Source: an optimization exercise on an open RTL-to-GDS flow (aim: small area, a short achievable clock period and few clock cycles per item). Production flows keep margins and buffers that such runs may drop. The RTL was checked by simulation tests, not by an equivalence proof against the original design. No activity file was given, so power comes from the tool's default toggle rates.

--- design.v ---
package aslc_pkg;
    localparam int LEN_W      = 32;
    localparam int VAL_W      = 48;
    localparam int FAC_W      = 16;
    localparam int EPS_W      = 47;
    localparam int STREAK_W   = 9;
    localparam int ITER_W     = 16;
    localparam int CFG_IDX_W  = 3;
    localparam int CFG_DATA_W = 47;
    localparam int S_TDATA_W  = 120;
    localparam int M_TDATA_W  = 144;
    localparam int CMP_W      = VAL_W + 2;
    localparam int PROD_W     = LEN_W + FAC_W + 1;
    localparam logic OP_START = 1'b0;
    localparam logic OP_EVAL  = 1'b1;
    localparam logic [1:0] RANGE_LOOSE        = 2'd0;
    localparam logic [1:0] RANGE_STRICT_STEP  = 2'd1;
    localparam logic [1:0] RANGE_STRICT_TOTAL = 2'd2;
    localparam logic [1:0] RANGE_RESERVED     = 2'd3;
    localparam logic signed [STREAK_W-1:0] STREAK_NONE = -9'sd1;
    localparam logic signed [STREAK_W-1:0] STREAK_MAX  = 9'sd255;
    localparam logic [LEN_W-1:0]    RST_MIN_LENGTH  = 32'd0;
    localparam logic [LEN_W-1:0]    RST_MAX_LENGTH  = 32'd65536;
    localparam logic [FAC_W-1:0]    RST_RISE_FACTOR = 16'd4506;
    localparam logic [FAC_W-1:0]    RST_DROP_FACTOR = 16'd2048;
    localparam logic [EPS_W-1:0]    RST_EPSILON     = '0;
    localparam logic [LEN_W-1:0]    RST_CHANGE_THR  = '0;
    localparam logic [ITER_W-1:0]   RST_MAX_ITER    = 16'd20;
    typedef enum logic [CFG_IDX_W-1:0] {
        REG_MIN_LENGTH     = 3'd0,
        REG_MAX_LENGTH     = 3'd1,
        REG_RISE_FACTOR    = 3'd2,
        REG_DROP_FACTOR    = 3'd3,
        REG_EPSILON        = 3'd4,
        REG_CHANGE_THR     = 3'd5,
        REG_MAX_REJ_STREAK = 3'd6,
        REG_MAX_ITER       = 3'd7
    } cfg_index_t;
    typedef struct packed {
        logic [LEN_W-1:0]           len_floor;
        logic [LEN_W-1:0]           len_ceil;
        logic [FAC_W-1:0]           rise_factor;
        logic [FAC_W-1:0]           drop_factor;
        logic [EPS_W-1:0]           epsilon;
        logic [LEN_W-1:0]           change_threshold;
        logic signed [STREAK_W-1:0] max_rejected_streak;
        logic [ITER_W-1:0]          max_iterations;
    } cfg_t;
    typedef struct packed {
        logic                    op;
        logic signed [VAL_W-1:0] objective_value;
        logic [LEN_W-1:0]        change;
        logic [LEN_W-1:0]        previous_length;
        logic                    reuse_previous;
        logic                    descent;
        logic [1:0]              range_mode;
    } item_t;
    typedef struct packed {
        logic active;
        logic descent;
        logic strict;
        logic total;
    } flags_t;
    typedef struct packed {
        logic [LEN_W-1:0]           step_length;
        logic [LEN_W-1:0]           accepted_total;
        logic signed [VAL_W-1:0]    accepted_value;
        logic signed [STREAK_W-1:0] reject_streak;
        logic [ITER_W-1:0]          iteration_count;
        flags_t                     flags;
    } state_t;
    typedef struct packed {
        logic [LEN_W-1:0]        retreat_length;
        logic [LEN_W-1:0]        advance_length;
        logic                    finished;
        logic signed [VAL_W-1:0] best_value;
        logic [LEN_W-1:0]        total_length;
    } result_t;
endpackage
import aslc_pkg::*;
module aslc_eval (
    input  aslc_pkg::cfg_t    cfg,
    input  aslc_pkg::state_t  state,
    input  aslc_pkg::item_t   item,
    output aslc_pkg::state_t  state_next,
    output aslc_pkg::result_t result
);
    function automatic logic [LEN_W-1:0] scale_len(input logic [LEN_W-1:0] len,
                                                  input logic [FAC_W-1:0] factor);
        logic [PROD_W-1:0] prod;
        logic [PROD_W-13:0] shifted;
        prod = PROD_W'(len) * PROD_W'(factor) + PROD_W'(2048);
        shifted = prod[PROD_W-1:12];
        if (shifted[PROD_W-13:LEN_W] != '0) begin
            scale_len = {LEN_W{1'b1}};
        end else begin
            scale_len = shifted[LEN_W-1:0];
        end
    endfunction
    logic [LEN_W-1:0]        rise_len;
    logic [LEN_W-1:0]        drop_len;
    logic [LEN_W:0]          total_sum;
    logic [LEN_W-1:0]        total_sat;
    logic signed [CMP_W-1:0] val_x;
    logic signed [CMP_W-1:0] acc_x;
    logic signed [CMP_W-1:0] eps_x;
    logic                    better;
    logic [ITER_W-1:0]       iter_inc;
    logic                    start_strict;
    logic [LEN_W-1:0]        start_len;
    logic [LEN_W-1:0]        alpha;
    logic [LEN_W-1:0]        retreat;
    logic                    done;
    assign rise_len  = scale_len(state.step_length, cfg.rise_factor);
    assign drop_len  = scale_len(state.step_length, cfg.drop_factor);
    assign total_sum = {1'b0, state.accepted_total} + {1'b0, state.step_length};
    assign total_sat = total_sum[LEN_W] ? '1 : total_sum[LEN_W-1:0];
    assign val_x     = CMP_W'(item.objective_value);
    assign acc_x     = CMP_W'(state.accepted_value);
    assign eps_x     = $signed({{(CMP_W-EPS_W){1'b0}}, cfg.epsilon});
    assign better    = state.flags.descent ? (val_x < acc_x - eps_x)
                                           : (val_x > acc_x + eps_x);
    assign iter_inc  = (state.iteration_count != '1) ? state.iteration_count + 1'b1
                                                     : state.iteration_count;
    assign start_strict = (item.range_mode != RANGE_LOOSE) ||
                          (cfg.len_floor == cfg.len_ceil);
    always_comb begin
        start_len = (item.reuse_previous && item.previous_length != '0)
                    ? item.previous_length : cfg.len_ceil;
        if (start_strict) begin
            if (start_len > cfg.len_ceil) begin
                start_len = cfg.len_ceil;
            end else if (start_len < cfg.len_floor) begin
                start_len = cfg.len_floor;
            end
        end
    end
    always_comb begin
        state_next = state;
        result     = '0;
        alpha      = state.step_length;
        retreat    = '0;
        done       = 1'b0;
        if (item.op == OP_START) begin
            state_next.accepted_total  = '0;
            state_next.accepted_value  = item.objective_value;
            state_next.reject_streak   = STREAK_NONE;
            state_next.iteration_count = '0;
            state_next.step_length     = start_len;
            if (cfg.max_iterations == '0) begin
                state_next.flags = '0;
                result.finished  = 1'b1;
            end else begin
                state_next.flags.active  = 1'b1;
                state_next.flags.descent = item.descent;
                state_next.flags.strict  = start_strict;
                state_next.flags.total   = (item.range_mode == RANGE_STRICT_TOTAL);
                result.advance_length    = start_len;
            end
        end else if (!state.flags.active) begin
            result.finished = 1'b1;
        end else begin
            state_next.iteration_count = iter_inc;
            if (item.change <= cfg.change_threshold) begin
                retreat = alpha;
                done    = 1'b1;
            end else if (better) begin
                state_next.accepted_value = item.objective_value;
                state_next.accepted_total = total_sat;
                if (state.flags.strict || alpha < cfg.len_ceil) begin
                    alpha = (rise_len > cfg.len_ceil) ? cfg.len_ceil : rise_len;
                    if (state.flags.total &&
                        ({1'b0, total_sat} + {1'b0, alpha}) > {1'b0, cfg.len_ceil}) begin
                        if (total_sat >= cfg.len_ceil) begin
                            alpha = '0;
                            done  = 1'b1;
                        end else begin
                            alpha = cfg.len_ceil - total_sat;
                        end
                    end
                end
                state_next.reject_streak = '0;
            end else begin
                retreat = alpha;
                if (state.reject_streak != STREAK_NONE) begin
                    if (!cfg.max_rejected_streak[STREAK_W-1] &&
                        state.reject_streak >= cfg.max_rejected_streak) begin
                        done = 1'b1;
                    end
                    if (state.reject_streak < STREAK_MAX) begin
                        state_next.reject_streak = state.reject_streak + 9'sd1;
                    end
                end
                if (!done) begin
                    if (alpha == cfg.len_floor) begin
                        done = 1'b1;
                    end else if (alpha > cfg.len_ceil) begin
                        alpha = cfg.len_ceil;
                    end else begin
                        alpha = (drop_len < cfg.len_floor) ? cfg.len_floor : drop_len;
                    end
                end
            end
            if (!done && iter_inc >= cfg.max_iterations) begin
                done = 1'b1;
            end
            state_next.step_length = alpha;
            result.retreat_length  = retreat;
            if (done) begin
                state_next.flags = '0;
                result.finished  = 1'b1;
            end else begin
                result.advance_length = alpha;
            end
        end
        result.best_value   = state_next.accepted_value;
        result.total_length = state_next.accepted_total;
    end
endmodule
import aslc_pkg::*;
module adaptive_step_length_controller (
    input  logic                             aclk,
    input  logic                             aresetn,
    input  logic                             s_tvalid,
    output logic                             s_tready,
    input  logic [aslc_pkg::S_TDATA_W-1:0]   s_tdata,
    input  logic                             s_tuser,
    output logic                             m_tvalid,
    input  logic                             m_tready,
    output logic [aslc_pkg::M_TDATA_W-1:0]   m_tdata,
    output logic                             m_tlast,
    input  logic                             cfg_valid,
    output logic                             cfg_ready,
    input  logic [aslc_pkg::CFG_IDX_W-1:0]   cfg_index,
    input  logic [aslc_pkg::CFG_DATA_W-1:0]  cfg_data
);
    aslc_pkg::cfg_t    cfg_reg;
    aslc_pkg::state_t  state_reg;
    aslc_pkg::state_t  state_next;
    aslc_pkg::item_t   item_reg;
    aslc_pkg::item_t   item_in;
    logic    in_valid_reg;
    aslc_pkg::result_t result;
    aslc_pkg::result_t out_reg;
    logic    out_valid_reg;
    logic    fire;
    assign cfg_ready = 1'b1;
    assign fire      = in_valid_reg && (!out_valid_reg || m_tready);
    assign s_tready  = !in_valid_reg || fire;
    assign item_in.op              = s_tuser;
    assign item_in.objective_value = $signed(s_tdata[47:0]);
    assign item_in.change          = s_tdata[79:48];
    assign item_in.previous_length = s_tdata[111:80];
    assign item_in.reuse_previous  = s_tdata[112];
    assign item_in.descent         = s_tdata[113];
    assign item_in.range_mode      = s_tdata[115:114];
    always_ff @(posedge aclk) begin
        if (!aresetn) begin
            cfg_reg.len_floor           <= RST_MIN_LENGTH;
            cfg_reg.len_ceil            <= RST_MAX_LENGTH;
            cfg_reg.rise_factor         <= RST_RISE_FACTOR;
            cfg_reg.drop_factor         <= RST_DROP_FACTOR;
            cfg_reg.epsilon             <= RST_EPSILON;
            cfg_reg.change_threshold    <= RST_CHANGE_THR;
            cfg_reg.max_rejected_streak <= STREAK_NONE;
            cfg_reg.max_iterations      <= RST_MAX_ITER;
        end else if (cfg_valid && cfg_ready) begin
            case (cfg_index)
                REG_MIN_LENGTH:     cfg_reg.len_floor   <= cfg_data[LEN_W-1:0];
                REG_MAX_LENGTH:     cfg_reg.len_ceil    <= cfg_data[LEN_W-1:0];
                REG_RISE_FACTOR:    cfg_reg.rise_factor <= cfg_data[FAC_W-1:0];
                REG_DROP_FACTOR:    cfg_reg.drop_factor <= cfg_data[FAC_W-1:0];
                REG_EPSILON:        cfg_reg.epsilon     <= cfg_data[EPS_W-1:0];
                REG_CHANGE_THR:     cfg_reg.change_threshold <= cfg_data[LEN_W-1:0];
                REG_MAX_REJ_STREAK: cfg_reg.max_rejected_streak <=
                                        $signed(cfg_data[STREAK_W-1:0]);
                REG_MAX_ITER:       cfg_reg.max_iterations <= cfg_data[ITER_W-1:0];
            endcase
        end
    end
    aslc_eval u_eval (
        .cfg        (cfg_reg),
        .state      (state_reg),
        .item       (item_reg),
        .state_next (state_next),
        .result     (result)
    );
    always_ff @(posedge aclk) begin
        if (!aresetn) begin
            state_reg.step_length     <= '0;
            state_reg.accepted_total  <= '0;
            state_reg.accepted_value  <= '0;
            state_reg.reject_streak   <= STREAK_NONE;
            state_reg.iteration_count <= '0;
            state_reg.flags           <= '0;
            in_valid_reg              <= 1'b0;
            out_valid_reg             <= 1'b0;
        end else begin
            if (fire) begin
                state_reg <= state_next;
            end
            if (s_tvalid && s_tready) begin
                in_valid_reg <= 1'b1;
            end else if (fire) begin
                in_valid_reg <= 1'b0;
            end
            if (fire) begin
                out_valid_reg <= 1'b1;
            end else if (m_tready) begin
                out_valid_reg <= 1'b0;
            end
        end
    end
    always_ff @(posedge aclk) begin
        if (s_tvalid && s_tready) begin
            item_reg <= item_in;
        end
        if (fire) begin
            out_reg <= result;
        end
    end
    assign m_tvalid = out_valid_reg;
    assign m_tlast  = out_reg.finished;
    assign m_tdata  = {out_reg.total_length, out_reg.best_value,
                       out_reg.advance_length, out_reg.retreat_length};
endmodule
--- constraint.sdc ---
create_clock -name core_clock -period 18.0 [get_ports {aclk}]
set_input_delay 3.6000 -clock core_clock [delete_from_list [all_inputs] [get_ports {aclk}]]
set_output_delay 3.6000 -clock core_clock [all_outputs]
set_load 0.01 [all_outputs]
--- run.sh ---
#!/bin/bash
# synth_recipe.tcl (not shown) runs the flow's synth.tcl, then flattens the netlist and writes it again
# the make line also repeats each setting of config.mk as NAME=value (left out here)
make -C /OpenROAD-flow-scripts/flow DESIGN_CONFIG=/design/flow/config.mk WORK_HOME=/design/flow/orfs CLKGATE_MAP_FILE= SYNTH_SCRIPT=/design/flow/synth_recipe.tcl finish
--- config.mk ---
export PLATFORM = sky130hd
export DESIGN_NAME = adaptive_step_length_controller
export DESIGN_NICKNAME = adaptive_step_length_controller
export VERILOG_FILES = /design/flow/design.v
export SDC_FILE = /design/flow/constraint.sdc
export NUM_CORES = 4
export LEC_CHECK = 0
export CAP_MARGIN = 20
export CORE_MARGIN = 2
export CORE_UTILIZATION = 40
export SLEW_MARGIN = 20
==> results.toml <==
[outcome]
status = "no timing/DRC/antenna violations"

[cells_and_area]
syn_to_final_growth_pct = 14.5
layout_commonest_cell = "nand2_1"
seq_area_mm2 = 0.0148
drive_gt1_frac = 0.0895
nFillCells = 18800
final_nets = 11300
mostFrequentLayoutCells = "nand2_1 (1478), inv_1 (1139), fa_1 (839)"
largest_reg_flops = 200
multiInputGateArea_mm2 = 0.0569

[power_and_ir_drop]
swShare = 0.445
leakage_uw = 0.0386
pwr-share-comb = 0.557
p_switching_uw = 3210
p_clk_frac = 0.224
vdd_drop_max_mv = 0.0730
sequentialPowerShare = 0.218
pwr_density_cell_mw_per_mm2 = 81.0
p_int_uw = 3990

[global_routing]
grt_usage = 0.313
grt_pass1_vias = 70600
grt_pass1_wl_um = 458000
grt_max_degree = 94
grt-ovfl-total = 0
antenna_found_initial = 22

[yosys]
yosysWarnings = 2
synth_edf_count = 262
synth_top_area_share = 0.216
syn-instance-count = 9177
ys_seq_elements = 605
async_flop_share = 0
synth_top_area_cell = "fa_1"
syn_area_mm2 = 0.0776
synthFlopType = "dfxtp_1"
synth-seq-area-share = 0.190
syn_avg_cell_area_um2 = 8.45
synthTopCellsByArea = "fa_1 (22%), ha_1 (12%), edfxtp_1 (10%), dfxtp_1 (8.9%), nand2_1 (7.2%)"
ys_types = 111
synth_nets = 11000

[routing]
antenna_left = 0
avgRoutedWirePerCell_um = 25.8
dr.pass1.iters = 6
num_vias = 69500
wirelength_um = 313000
drtIter0Drc = 6210
via_per_inst = 5.73
remaining_drc_errors = 0

[sta]
max_freq_mhz = 57.5
slew_headroom = 0.184
finClkSkew_ns = 0.0542
timing.final.crit_period_ns = 17.40
final_max_slew_viol_count = 0
setup_tns_ns = 0
min_period_over_period = 0.967
setup_viol = 0
tightest_slew_ns = 1.22
rsz0062_at_grt = "false"
finalHoldViolCount = 0
fin_ws_ns = 0.601

[setup_path]
worstSetupStartpointType = "flip-flop"
crit_start = "state_reg[128]$_SDFFE_PN0P_"
crit_arrival_ns = 17.99
path_buf_inv = 16
cpMostUsedCell = "buf_4"
endpoint = "state_reg[135]$_SDFFE_PN0P_"
rr_worst_depth = 80
critPathTopFamily = "compound AO/OA/AOI/OAI gates"
critPathMaxFanout = 12
regToRegSetupSlack_ns = 0.60
critPathRequiredTime_ns = 18.59
r2r-end = "state_reg[135]$_SDFFE_PN0P_"
cp-end-kind = "flip-flop"
critPathSlowestCell = "dfxtp_2"
crit_cells = 80
reg2reg_from = "state_reg[128]$_SDFFE_PN0P_"
cpPeakStageDelay_ns = 0.75
path_class = "flip-flop to flip-flop"

[floorplanning]
die_area_mm2 = 0.198
io_pins = 324
core-area_mm2 = 0.193
rows = 161
die_w_um = 444
die_y_um = 444
start_util = 0.403

[cts]
insertion_delay_ns = 0.75
cts_buffer_depth = 3
clock_sinks = 605
cts_tree = "built"
cts_buffers = 78
htreeDepth = 3
cts-hold-fix-buffers = 0
clk_pin_slew_ns = 0.07
cts_root_buf = "clkbuf_16"

[flow_run]
maxCapViolations = 0

[worst_hold_path]
hp-class = "flip-flop to flip-flop"
whs_path_depth = 2

[placed_design]
dp.final_hpwl_um = 243000
gp_congestion = 1.03
place.port_buffers = 318
dp_worst_setup_slack_ns = 0.169
## cell type report
cell class,count,area share
Clock buffer,97,0.0234
Clock inverter,47,0.00586
Antenna cell,7,0.000197
Multi-Input combinational cell,6905,0.640
Tap cell,2526,0.0356
Sequential cell,605,0.166
Timing Repair Buffer,799,0.0799
Inverter,1141,0.0484
## kinds of logic after synthesis
family / count (synthesis) / share of synthesized area
compound gates: 1771 / 0.145
other cells: 1 / 0.0000483
xor+xnor: 366 / 0.0414
buf+inv: 1667 / 0.0816
fa+ha+maj: 1612 / 0.341
simple gates: 3054 / 0.186
flops: 605 / 0.190
mux: 101 / 0.0146
## cell usage after synthesis, drive strengths merged, types with 65 or more instances
library cell / number
nand2: 1484
inv: 1141
fa: 839
ha: 773
a21oi: 630
clkbuf: 465
and2: 425
nor2: 378
dfxtp: 343
o21ai: 319
edfxtp: 262
xnor2: 211
a21o: 176
xor2: 155
nand4: 128
nor3: 125
nand3: 124
o21a: 89
mux2: 88
nor2b: 84
nand2b: 71
a31oi: 66
nor4: 65
## metrics by stage
| step | util | instance area [um2] | total power [uW] | hold WS, ns | cells |
|---|---|---|---|---|---|
| finish | 0.461 | 88900 | 7200 | 0.455 | 12100 |
| detailed placement | 0.446 | 85900 | 5440 | 0.448 | 12000 |
| global placement | 0.446 | 85900 | 5400 | 0.442 | 12000 |
| CTS | 0.459 | 88500 | 7090 | 0.456 | 12100 |
| floorplan | - | 77600 | 3820 | 0.432 | 9177 |
| global route | 0.461 | 88900 | 7570 | 0.470 | 12100 |
## worst min path at each step
stage                                end  slack, ns                      start
6_report        cfg_reg[26]$_SDFFE_PN0P_       0.45   cfg_reg[26]$_SDFFE_PN0P_
4_1_cts         cfg_reg[43]$_SDFFE_PN0P_       0.46   cfg_reg[43]$_SDFFE_PN0P_
3_3_place_gp    cfg_reg[45]$_SDFFE_PN0P_       0.44   cfg_reg[45]$_SDFFE_PN0P_
5_1_grt         cfg_reg[52]$_SDFFE_PN0P_       0.47   cfg_reg[52]$_SDFFE_PN0P_
2_1_floorplan  state_reg[0]$_SDFFE_PN0P_       0.43  state_reg[0]$_SDFFE_PN0P_
3_5_place_dp    cfg_reg[43]$_SDFFE_PN0P_       0.45   cfg_reg[43]$_SDFFE_PN0P_
## tightest hold or removal path: stages, from the launching register on
cell and delay, ns:
dfxtp_1 0.31, nand2_1 0.05, a21oi_1 0.05
## per-layer routing
| metal | global-route usage | part of all wire |
|---|---|---|
| met1 | 0.403 | 0.41 |
| met2 | 0.494 | 0.44 |
| met3 | 0.0640 | 0.086 |
| met4 | 0.167 | 0.065 |
| met5 | 0 | 0.00016 |
## power by group through the flow
stage	combinational [uW]	sequential, uW	clock, uW
2_1_floorplan	2250	1560	0
3_3_place_gp	3810	1600	0
3_5_place_dp	3850	1600	0
4_1_cts	3870	1570	1640
5_1_grt	4310	1570	1690
6_report	4010	1570	1620
## timing repair
item                       CTS  global route
setup buffers                0             7
gates resized for setup      0            70
setup endpoints to repair    0            69
Testbench counts, summed over its fixed seeds: cycles 8,582, items 8,246.

==> static timing again, ports no longer ideal <==
How much do the figures lean on ideal ports? The routed layout below was timed once more, with nothing changed but the port constraints. Step 1 sets driving cells, clkbuf_16 on the clock port and buf_2 on the other inputs (assumed; they add their load-dependent delay and slew). Step 2 times the ports against the registers' clock, not the clock port: input delays grow and output delays shrink by t, the midpoint of the rising clock arrivals with the driver on. Three values: no drivers, after step 1, after step 2; two values: the first two.
shift t [ns]: 0.797
slack for setup (ns): 0.601 / 0.601 / 0.601
latest minus earliest clock arrival (ns): 0.061 / 0.061
slew at the worst register clock pin (ns): 0.07 / 0.07
After both steps this run still meets setup and hold. The setup slack of this run moves by 0.000 ns with the drivers and by 0.000 ns with both steps.
